This design comes from an exercise in tuning for small area and a short achievable clock period on the open sky130 flow, not from production work. At most, simulation tests tie the RTL to the original design; equivalence was not proved. No activity file was given, so power comes from the tool's default toggle rates.

// rx_payload_q
module rx_payload_q (
     input  logic                           clk
    ,input  logic                           reset
    ,input  logic                           enq_req_val
    ,input  logic [rx_q_cfg_pkg::FLOW_ID_W-1:0] enq_req_flowid
    ,input  logic [rx_q_cfg_pkg::ENTRY_W-1:0]   enq_req_data
    ,output logic                           enq_req_rdy
    ,input  logic                           rd_req_val
    ,input  logic [rx_q_cfg_pkg::FLOW_ID_W-1:0] rd_req_flowid
    ,output logic                           rd_req_rdy
    ,output logic                           rd_resp_val
    ,output logic                           rd_resp_is_empty
    ,output logic [rx_q_cfg_pkg::ENTRY_W-1:0]   rd_resp_entry
    ,input  logic                           rd_resp_rdy
);
    localparam int FLOW_CNT   = rx_q_cfg_pkg::FLOW_CNT;
    localparam int ENTRY_W    = rx_q_cfg_pkg::ENTRY_W;
    logic [FLOW_CNT-1:0]            push_vec;
    logic [ENTRY_W-1:0]             push_data;
    logic [FLOW_CNT-1:0]            full_vec;
    logic [FLOW_CNT-1:0]            pop_vec;
    logic [FLOW_CNT-1:0]            empty_vec;
    logic [FLOW_CNT*ENTRY_W-1:0]    head_data_vec;
    enqueue_steer u_enqueue_steer (
         .enq_req_val       (enq_req_val        )
        ,.enq_req_flowid    (enq_req_flowid     )
  ...
For scale: roughly 2200 cells after synthesis, about 1100 flip-flops, ~77 I/O pins.
==> module flow_ring, before the edit <==
module flow_ring (
     input  logic                           clk
    ,input  logic                           reset
    ,input  logic                           push
    ,input  logic [rx_q_cfg_pkg::ENTRY_W-1:0]   push_data
    ,output logic                           full
    ,input  logic                           pop
    ,output logic [rx_q_cfg_pkg::ENTRY_W-1:0]   head_data
    ,output logic                           empty
);
    localparam int RING_DEPTH = rx_q_cfg_pkg::RING_DEPTH;
    localparam int RING_IDX_W = rx_q_cfg_pkg::RING_IDX_W;
    localparam int ENTRY_W    = rx_q_cfg_pkg::ENTRY_W;
    logic [ENTRY_W-1:0]     entries [RING_DEPTH];
    logic [RING_DEPTH-1:0]  head_oh;
    logic [RING_DEPTH-1:0]  tail_oh;
    logic                   full_reg;
    logic                   empty_reg;
    logic [RING_DEPTH-1:0]  head_oh_nxt;
    logic [RING_DEPTH-1:0]  tail_oh_nxt;
    assign head_oh_nxt = {head_oh[RING_DEPTH-2:0], head_oh[RING_DEPTH-1]};
    assign tail_oh_nxt = {tail_oh[RING_DEPTH-2:0], tail_oh[RING_DEPTH-1]};
    assign full  = full_reg;
    assign empty = empty_reg;
    always_ff @(posedge clk) begin
        if (reset) begin
            head_oh   <= RING_DEPTH'(1);
            tail_oh   <= RING_DEPTH'(1);
            full_reg  <= 1'b0;
            empty_reg <= 1'b1;
        end
        else begin
            if (push) begin
                tail_oh <= tail_oh_nxt;
            end
            if (pop) begin
                head_oh <= head_oh_nxt;
            end
            if (pop) begin
                full_reg <= 1'b0;
            end
            else if (push) begin
                full_reg <= |(tail_oh_nxt & head_oh);
            end
            if (push) begin
                empty_reg <= 1'b0;
            end
            else if (pop) begin
                empty_reg <= |(head_oh_nxt & tail_oh);
            end
        end
    end
    always_ff @(posedge clk) begin
        for (int e = 0; e < RING_DEPTH; e++) begin
            if (!full_reg && tail_oh[e]) begin
                entries[e] <= push_data;
            end
        end
    end
    always_comb begin
        head_data = '0;
        for (int e = 0; e < RING_DEPTH; e++) begin
            head_data = head_data
                      | (entries[e] & {ENTRY_W{!empty_reg && head_oh[e]}});
        end
    end
endmodule
==> module read_resp_stage, before the edit <==
module read_resp_stage (
     input  logic                                   clk
    ,input  logic                                   reset
    ,input  logic                                   rd_req_val
    ,input  logic [rx_q_cfg_pkg::FLOW_ID_W-1:0]         rd_req_flowid
    ,output logic                                   rd_req_rdy
    ,output logic                                   rd_resp_val
    ,output logic                                   rd_resp_is_empty
    ,output logic [rx_q_cfg_pkg::ENTRY_W-1:0]           rd_resp_entry
    ,input  logic                                   rd_resp_rdy
    ,input  logic [rx_q_cfg_pkg::FLOW_CNT-1:0]      empty_vec
    ,input  logic [rx_q_cfg_pkg::FLOW_CNT*rx_q_cfg_pkg::ENTRY_W-1:0] head_data_vec
    ,output logic [rx_q_cfg_pkg::FLOW_CNT-1:0]      pop_vec
);
    localparam int FLOW_CNT   = rx_q_cfg_pkg::FLOW_CNT;
    localparam int FLOW_ID_W  = rx_q_cfg_pkg::FLOW_ID_W;
    localparam int ENTRY_W    = rx_q_cfg_pkg::ENTRY_W;
    logic                   req_xfer;
    logic                   sel_empty;
    logic [ENTRY_W-1:0]     sel_data;
    logic                   resp_val_reg;
    logic                   resp_is_empty_reg;
    logic [ENTRY_W-1:0]     resp_entry_reg;
    for (genvar i = 0; i < FLOW_CNT; i++) begin : g_ring
        assign pop_vec[i] = req_xfer && (rd_req_flowid == FLOW_ID_W'(i))
                            && !empty_vec[i];
    end
    assign rd_req_rdy = ~resp_val_reg | rd_resp_rdy;
    assign req_xfer   = rd_req_val & rd_req_rdy;
    assign sel_empty = empty_vec[rd_req_flowid];
    always_comb begin
        sel_data = '0;
        for (int i = 0; i < FLOW_CNT; i++) begin
            sel_data = sel_data
                     | (head_data_vec[i*ENTRY_W +: ENTRY_W]
                        & {ENTRY_W{rd_req_flowid == FLOW_ID_W'(i)}});
        end
    end
    always_ff @(posedge clk) begin
        if (reset) begin
            resp_val_reg <= 1'b0;
        end
        else if (req_xfer) begin
            resp_val_reg <= 1'b1;
        end
        else if (rd_resp_rdy) begin
            resp_val_reg <= 1'b0;
        end
    end
    always_ff @(posedge clk) begin
        if (rd_req_rdy) begin
            resp_is_empty_reg <= sel_empty;
            resp_entry_reg    <= sel_data;
        end
    end
    assign rd_resp_val      = resp_val_reg;
    assign rd_resp_is_empty = resp_is_empty_reg;
    assign rd_resp_entry    = resp_entry_reg;
endmodule
Settings: LEC_CHECK=0, CAP_MARGIN=20, CORE_MARGIN=2, CORE_UTILIZATION=60, CTS_BUF_LIST=sky130_fd_sc_hd__clkbuf_16, CTS_CLUSTER_DIAMETER=100, CTS_CLUSTER_SIZE=30, SETUP_SLACK_MARGIN=2.5, SLEW_MARGIN=20; clock period 5.0 ns.
standard.sh (not shown) runs the stock make flow with config.mk's settings and CLKGATE_MAP_FILE= SYNTH_SCRIPT=/design/flow/synth_recipe.tcl, a recipe that flattens the netlist after the stock synthesis.
==> flow/flow/run.sh <==
#!/bin/bash
# Standard layout, with port buffers of a plain buffer cell instead of the
# delay-buffer cell buffer_ports picks on its own. Make's output goes to
# flow_make.log in the work folder; ORFS's per-step logs stay under orfs/logs.
set -euo pipefail
export BUFFER_PORTS_ARGS="-buffer_cell sky130_fd_sc_hd__buf_2"
bash standard.sh finish > flow_make.log 2>&1
The starting point finished clean.
Then changed:
--- a/flow/design.v
+++ b/flow/design.v
@@ -47,25 +47,21 @@
             end
             if (pop) begin
                 head_oh <= head_oh_nxt;
             end
-            if (pop) begin
-                full_reg <= 1'b0;
-            end
-            else if (push) begin
-                full_reg <= |(tail_oh_nxt & head_oh);
-            end
-            if (push) begin
+            if (push && !pop) begin
                 empty_reg <= 1'b0;
-            end
-            else if (pop) begin
+                full_reg  <= |(tail_oh_nxt & head_oh);
+            end
+            else if (pop && !push) begin
+                full_reg  <= 1'b0;
                 empty_reg <= |(head_oh_nxt & tail_oh);
             end
         end
     end
     always_ff @(posedge clk) begin
         for (int e = 0; e < RING_DEPTH; e++) begin
-            if (!full_reg && tail_oh[e]) begin
+            if (push && tail_oh[e]) begin
                 entries[e] <= push_data;
             end
         end
     end
@@ -150,9 +146,9 @@
             resp_val_reg <= 1'b0;
         end
     end
     always_ff @(posedge clk) begin
-        if (rd_req_rdy) begin
+        if (req_xfer) begin
             resp_is_empty_reg <= sel_empty;
             resp_entry_reg    <= sel_data;
         end
     end
Via count is lower by about 6.5%.
Worst hold slack loses 7.5 ps.
Count of clock-buffer cells in the layout goes up by 1.
Critical path depth is higher by 1.
Combinational power shrinks by about 13%.
Setup slack is better by 57 ps.
Flip-flop and latch count is unchanged.
Final cell count is higher by 0.98%.
Clock skew rises by 6.3 ps.
Non-clock buffer count is lower by 45.
Global-route usage drops by 6.4 points.
Power falls by 1.3%.
Design area goes down by 0.92%.
Routed wire length decreases by 18%.
Function not checked in the second run of this note: the RTL went through the layout flow alone.


## job 4501
rx_payload_q, a different RTL version from the one above (not shown whole).
Size in the first run: about 2100 cells after synthesis, about 77 I/O pins, roughly 39000 um2 of cells after synthesis.
==> module read_resp_stage, before the edit <==
module read_resp_stage (
     input  logic                                   clk
    ,input  logic                                   reset
    ,input  logic                                   rd_req_val
    ,input  logic [rx_q_cfg_pkg::FLOW_ID_W-1:0]         rd_req_flowid
    ,output logic                                   rd_req_rdy
    ,output logic                                   rd_resp_val
    ,output logic                                   rd_resp_is_empty
    ,output logic [rx_q_cfg_pkg::ENTRY_W-1:0]           rd_resp_entry
    ,input  logic                                   rd_resp_rdy
    ,input  logic [rx_q_cfg_pkg::FLOW_CNT-1:0]      empty_vec
    ,input  logic [rx_q_cfg_pkg::FLOW_CNT*rx_q_cfg_pkg::ENTRY_W-1:0] head_data_vec
    ,output logic [rx_q_cfg_pkg::FLOW_CNT-1:0]      pop_vec
);
    localparam int FLOW_CNT   = rx_q_cfg_pkg::FLOW_CNT;
    localparam int FLOW_ID_W  = rx_q_cfg_pkg::FLOW_ID_W;
    localparam int ENTRY_W    = rx_q_cfg_pkg::ENTRY_W;
    logic                   req_xfer;
    logic                   sel_empty;
    logic [ENTRY_W-1:0]     sel_data;
    logic                   resp_val_reg;
    logic                   resp_is_empty_reg;
    logic [ENTRY_W-1:0]     resp_entry_reg;
    for (genvar i = 0; i < FLOW_CNT; i++) begin : g_ring
        assign pop_vec[i] = req_xfer && (rd_req_flowid == FLOW_ID_W'(i))
                            && !empty_vec[i];
    end
    assign rd_req_rdy = ~resp_val_reg | rd_resp_rdy;
    assign req_xfer   = rd_req_val & rd_req_rdy;
    assign sel_empty = empty_vec[rd_req_flowid];
    always_comb begin
        sel_data = '0;
        for (int i = 0; i < FLOW_CNT; i++) begin
            sel_data = sel_data
                     | (head_data_vec[i*ENTRY_W +: ENTRY_W]
                        & {ENTRY_W{rd_req_flowid == FLOW_ID_W'(i)}});
        end
    end
    always_ff @(posedge clk) begin
        if (reset) begin
            resp_val_reg <= 1'b0;
        end
        else if (req_xfer) begin
            resp_val_reg <= 1'b1;
        end
        else if (rd_resp_rdy) begin
            resp_val_reg <= 1'b0;
        end
    end
    always_ff @(posedge clk) begin
        if (req_xfer) begin
            resp_is_empty_reg <= sel_empty;
            resp_entry_reg    <= sel_data;
        end
    end
    assign rd_resp_val      = resp_val_reg;
    assign rd_resp_is_empty = resp_is_empty_reg;
    assign rd_resp_entry    = resp_entry_reg;
endmodule
==> flow/config.mk <==
export PLATFORM = sky130hd
export DESIGN_NAME = rx_payload_q
export DESIGN_NICKNAME = rx_payload_q
export VERILOG_FILES = /design/flow/design.v
export SDC_FILE = /design/flow/constraint.sdc
export NUM_CORES = 4
export LEC_CHECK = 0
export CAP_MARGIN = 20
export CORE_MARGIN = 2
export CORE_UTILIZATION = 80
export CTS_BUF_LIST = sky130_fd_sc_hd__clkbuf_16
export CTS_CLUSTER_DIAMETER = 100
export CTS_CLUSTER_SIZE = 30
export SETUP_SLACK_MARGIN = 2.6
export SLEW_MARGIN = 20
==> flow/constraint.sdc <==
create_clock -name core_clock -period 5.0 [get_ports {clk}]
set_input_delay 1.0000 -clock core_clock [delete_from_list [all_inputs] [get_ports {clk}]]
set_output_delay 1.0000 -clock core_clock [all_outputs]
set_load 0.01 [all_outputs]
==> flow/flow/run.sh <==
#!/bin/bash
# The standard layout (standard.sh) with these changes to how it is made:
#  - synthesis maps logic with flow/abc_map.script, an area-recovering ABC
#    script, in place of ORFS's abc_speed.script, and keeps ABC off the cells
#    listed in flow/abc_dont_use.txt (the mux cells and the AND-OR/OR-AND
#    cells with a buffered output, which are slow on the port-to-port
#    enq_req_rdy path). Everything else in
#    the synthesis (synth_recipe.tcl, dfflibmap, flatten, renames) is
#    unchanged, so the registers are the standard synthesis's.
#  - port buffers use a plain buffer cell instead of the delay buffer that
#    buffer_ports picks on its own.
#  - flow/io.tcl (IO_CONSTRAINTS) keeps the control ports side by side, so the
#    port-to-port paths do not cross the die.
# Each make run's full output goes to a log file in the work folder; ORFS's
# per-step logs stay under orfs/logs.
set -euo pipefail
work=$(pwd)
rm -rf "$work/orfs_scripts"
cp -r "$FLOW_HOME/scripts" "$work/orfs_scripts"
cp "$work/flow/abc_map.script" "$work/orfs_scripts/abc_speed.script"
python3 "$work/flow/patch_preamble.py" "$work/orfs_scripts/synth_preamble.tcl"
export ABC_EXTRA_DONT_USE="$(tr '\n' ' ' < "$work/flow/abc_dont_use.txt")"
export BUFFER_PORTS_ARGS="-buffer_cell sky130_fd_sc_hd__buf_2"
export IO_CONSTRAINTS="$(pwd)/flow/io.tcl"
bash standard.sh SCRIPTS_DIR="$work/orfs_scripts" synth > flow_synth.log 2>&1
bash standard.sh SCRIPTS_DIR="$work/orfs_scripts" finish > flow_make.log 2>&1
Other scripts of this flow, unchanged in this note and not shown: flow/flow/abc_dont_use.txt, flow/flow/abc_map.script, flow/flow/io.tcl, flow/flow/patch_preamble.py
The following lists how job 7921 was set up differently from job 4501:
--- a/flow/design.v
+++ b/flow/design.v
@@ -161,11 +161,11 @@
         else if (rd_resp_rdy) begin
             resp_val_reg <= 1'b0;
         end
     end
     always_ff @(posedge clk) begin
-        if (req_xfer) begin
+        if (rd_req_rdy) begin
             resp_is_empty_reg <= sel_empty;
             resp_entry_reg    <= sel_data;
         end
     end
     assign rd_resp_val      = resp_val_reg;
Notes after the runs:
Maximum ir drop on the vdd rail ended up 31% lower on job 7921 than on job 4501. Global-route usage | job 7921 below job 4501. Going from job 4501 to job 7921, post-detailed-routing wire length shrank slightly. ~same portion of total power attributed to combinational logic in job 7921 and job 4501. Diff job 4501..job 7921 | total power draw | negligible. Average instance area after synthesis grows by a few percent when moving from job 4501 to job 7921. Final worst slack: job 7921 lower than job 4501. Cts-stage hold buffer count: job 7921 vs job 4501 identical. Between job 7921 and job 4501, the share of power burned in the clock network figures differ only marginally. Delta (job 7921 minus job 4501): synthesized cell count now sits lower, final core utilization decreased 0.31 points, initial cell density of the core fell by 0.24 points, fraction of the cycle the final worst path needs increased by 0.52 points relative to the old numbers.

## static timing again, ports no longer ideal
The flow's constraints put no driver on any port. The routed layouts listed below were extracted and timed again, unchanged, in two steps. Step 1 assumes that a clkbuf_16 drives the clock port and a buf_2 every other input. Step 2 times the ports against the registers' clock, not the clock port: input delays grow and output delays shrink by t, the midpoint of the rising clock arrivals with the driver on. Slacks: ideal ports / drivers / drivers and shift; pairs: ideal ports / drivers.
| run | t, ns | setup slack, ns | hold slack, ns | worst slew at a driven data input, ns | pins driven straight from the clock port |
|---|---|---|---|---|---|
| the first run of note 1 | 0.709 | 2.379 / 2.339 / 1.937 | 0.513 / 0.513 / 0.513 | 0.16 | 1 |
| the second run of note 1 | 0.683 | 2.436 / 2.385 / 1.885 | 0.505 / 0.505 / 0.505 | 0.07 | 1 |
| job 4501 | 0.676 | 2.518 / 2.477 / 2.050 | 0.520 / 0.520 / 0.520 | 0.11 | 1 |
| job 7921 | 0.670 | 2.492 / 2.439 / 1.982 | 0.531 / 0.531 / 0.531 | 0.12 | 1 |
After both steps setup and hold are still met in every run listed. The setup slack of the second run of note 1, which loses most, moves by -0.051 ns with the drivers and by -0.551 ns with both steps.
